Background: an optimization exercise with open tools, aiming at small area, a short achievable clock period and few clock cycles. Do not read the settings as production practice.
Function was checked by simulation only, so behaviour that the tests miss may differ from the original.

Setup of the baseline:
==> flow/design.v <==
package iiea_pkg;
    localparam int DATA_W = 32;
    localparam int IDX_W  = 5;
    localparam int KIND_W = 2;
    localparam int STS_W  = 2;
    localparam int CNT_W  = 5;
    localparam logic [KIND_W-1:0] KIND_READ   = 2'd0;
    localparam logic [KIND_W-1:0] KIND_INSERT = 2'd1;
    localparam logic [KIND_W-1:0] KIND_ERASE  = 2'd2;
    localparam logic [STS_W-1:0] ST_OK    = 2'd0;
    localparam logic [STS_W-1:0] ST_RANGE = 2'd1;
    localparam logic [STS_W-1:0] ST_FULL  = 2'd2;
    localparam logic [STS_W-1:0] ST_EMPTY = 2'd3;
    localparam logic signed [DATA_W-1:0] RD_FAIL = -32'sd1;
    typedef struct packed {
        logic accept;     
        logic step;       
        logic commit;     
        logic load_out;   
    } t_ctrl_cmd;
    typedef struct packed {
        logic busy;       
        logic out_free;   
    } t_dp_sts;
endpackage
module indexed_insert_erase_array_top #(
    parameter int DEPTH = 16
) (
    input  logic         i_clk,
    input  logic         i_rst_n,
    input  logic         i_req_valid,
    output logic         o_req_ready,
    input  logic [1:0]   i_req_kind,
    input  logic [4:0]   i_req_index,
    input  logic [31:0]  i_req_write_data,
    output logic         o_rsp_valid,
    input  logic         i_rsp_ready,
    output logic [31:0]  o_rsp_read_data,
    output logic [1:0]   o_rsp_status,
    output logic [4:0]   o_rsp_entry_count
);
    logic        r_ready;
    logic        e_valid;
    logic [1:0]  e_kind;
    logic [4:0]  e_idx;
    logic [31:0] e_wdata;
    logic [4:0]  r_count;
    logic [3:0]  r_perm [16];
    logic [31:0] r_data [16];
    logic        q0_valid, q1_valid;
    logic        q0_rd,    q1_rd;
    logic [3:0]  q0_slot,  q1_slot;
    logic [1:0]  q0_status, q1_status;
    logic [4:0]  q0_count, q1_count;
    logic        o_valid;
    logic [31:0] o_rdata;
    logic [1:0]  o_status;
    logic [4:0]  o_count;
    logic        exec;
    logic        is_rd, is_ins, is_era;
    logic        empty, full;
    logic        idx_lt_n, idx_le_n;
    logic [1:0]  e_status;
    logic [4:0]  e_count;
    logic        ins_do, era_do;
    logic [3:0]  idx_slot;
    logic [3:0]  top_slot;
    logic        o_free, pop, push;
    assign exec   = e_valid && !q1_valid;
    assign is_rd  = (e_kind == iiea_pkg::KIND_READ);
    assign is_ins = (e_kind == iiea_pkg::KIND_INSERT);
    assign is_era = (e_kind == iiea_pkg::KIND_ERASE);
    assign empty  = (r_count == 5'd0);
    assign full   = r_count[4];
    assign idx_lt_n = (e_idx < r_count);
    assign idx_le_n = (e_idx <= r_count);
    always_comb begin
        e_status = iiea_pkg::ST_OK;
        e_count  = r_count;
        unique case (e_kind)
            iiea_pkg::KIND_READ: begin
                if (empty)          e_status = iiea_pkg::ST_EMPTY;
                else if (!idx_lt_n) e_status = iiea_pkg::ST_RANGE;
            end
            iiea_pkg::KIND_INSERT: begin
                if (full)           e_status = iiea_pkg::ST_FULL;
                else if (!idx_le_n) e_status = iiea_pkg::ST_RANGE;
                else                e_count  = r_count + 5'd1;
            end
            iiea_pkg::KIND_ERASE: begin
                if (empty)          e_status = iiea_pkg::ST_EMPTY;
                else if (!idx_lt_n) e_status = iiea_pkg::ST_RANGE;
                else                e_count  = r_count - 5'd1;
            end
            default: e_status = iiea_pkg::ST_RANGE;
        endcase
    end
    assign ins_do   = exec && is_ins && !full;
    assign era_do   = exec && is_era;
    assign idx_slot = r_perm[e_idx[3:0]];
    assign top_slot = r_perm[15];
    always_ff @(posedge i_clk) begin
        for (int k = 0; k < 16; k++) begin
            if (!i_rst_n) begin
                r_perm[k] <= 4'(k);
            end else if (ins_do && (5'(k) > e_idx)) begin
                r_perm[k] <= r_perm[(k == 0) ? 0 : k - 1];
            end else if (ins_do && (5'(k) == e_idx)) begin
                r_perm[k] <= top_slot;
            end else if (era_do && (5'(k) >= e_idx)) begin
                r_perm[k] <= (k == 15) ? idx_slot : r_perm[(k == 15) ? 15 : k + 1];
            end
        end
    end
    always_ff @(posedge i_clk) begin
        for (int s = 0; s < 16; s++) begin
            if (ins_do && (top_slot == 4'(s))) begin
                r_data[s] <= e_wdata;
            end
        end
    end
    logic [31:0] rd_word;
    logic        q0_ok;
    assign q0_ok = q0_rd && (q0_status == iiea_pkg::ST_OK);
    always_comb begin
        rd_word = {32{q0_rd && !q0_ok}};
        for (int s = 0; s < 16; s++) begin
            rd_word = rd_word | (r_data[s] & {32{q0_ok && (q0_slot == 4'(s))}});
        end
    end
    assign o_free = !o_valid || i_rsp_ready;
    assign pop    = q0_valid && o_free;
    assign push   = exec;
    always_ff @(posedge i_clk) begin
        if (!i_rst_n) begin
            r_ready  <= 1'b1;
            e_valid  <= 1'b0;
            q0_valid <= 1'b0;
            q1_valid <= 1'b0;
            o_valid  <= 1'b0;
            r_count  <= 5'd0;
        end else begin
            if (r_ready) e_valid <= i_req_valid;
            if (exec) r_count <= e_count;
            q0_valid <= q1_valid || push || (q0_valid && !pop);
            q1_valid <= q0_valid && !pop && (q1_valid || push);
            if (o_free) o_valid <= q0_valid;
            r_ready <= !((r_ready ? i_req_valid : e_valid) &&
                         (q0_valid && !pop && (q1_valid || push)));
        end
    end
    always_ff @(posedge i_clk) begin
        if (r_ready) begin
            e_kind  <= i_req_kind;
            e_idx   <= i_req_index;
            e_wdata <= i_req_write_data;
        end
    end
    always_ff @(posedge i_clk) begin
        if (!q0_valid || pop) begin
            if (q1_valid) begin
                q0_rd     <= q1_rd;
                q0_slot   <= q1_slot;
                q0_status <= q1_status;
                q0_count  <= q1_count;
            end else begin
                q0_rd     <= is_rd;
                q0_slot   <= idx_slot;
                q0_status <= e_status;
                q0_count  <= e_count;
            end
        end
        if (!q1_valid) begin
            q1_rd     <= is_rd;
            q1_slot   <= idx_slot;
            q1_status <= e_status;
            q1_count  <= e_count;
        end
    end
    always_ff @(posedge i_clk) begin
        if (o_free) begin
            o_rdata  <= rd_word;
            o_status <= q0_status;
            o_count  <= q0_count;
        end
    end
    assign o_req_ready       = r_ready;
    assign o_rsp_valid       = o_valid;
    assign o_rsp_read_data   = o_rdata;
    assign o_rsp_status      = o_status;
    assign o_rsp_entry_count = o_count;
endmodule
clock: 4.0 ns
lec_check: 0
cap_margin: 20
core_margin: 2
core_utilization: 55
setup_slack_margin: 1.8
slew_margin: 20
run.sh (not shown) runs the stock make flow with config.mk's settings and CLKGATE_MAP_FILE= SYNTH_SCRIPT=/design/flow/synth_recipe.tcl, a recipe that flattens the netlist after the stock synthesis.
Testbench counts of the baseline, summed over its fixed seeds: cycles 4,824.
#### Input delta (the candidate over the baseline)
- a deleted SETUP_SLACK_MARGIN that had been 1.8
- a change of CORE_UTILIZATION from 55 to 40
Notes after the runs:
Lower worst-case headroom to the max-slew limit among the candidate and the baseline: the candidate
Starting utilization of the core area ends up higher on the baseline.
Slack of the worst reg-to-reg path | the candidate below the baseline

afterwards: timing with drivers on the ports:
Ports are ideal in the flow. The routed layouts listed here were re-timed in OpenROAD. Step 1 sets driving cells, clkbuf_16 on the clock port and buf_2 on the other inputs (assumed; they add their load-dependent delay and slew). Step 2 also shifts input and output timing later by t, the mid clock arrival at the registers, as if the neighbouring blocks saw the same clock. Three values: no drivers, after step 1, after step 2; two values: the first two.
run	t (ns)	setup WS [ns]	slew at the worst register clock pin (ns)
the baseline	0.659	1.625 / 1.625 / 1.596	0.06 / 0.06
the candidate	0.669	0.805 / 0.805 / 0.805	0.06 / 0.06
After both steps setup and hold are still met in every run listed. The setup slack of the baseline, which loses most, moves by 0.000 ns with the drivers and by -0.029 ns with both steps.
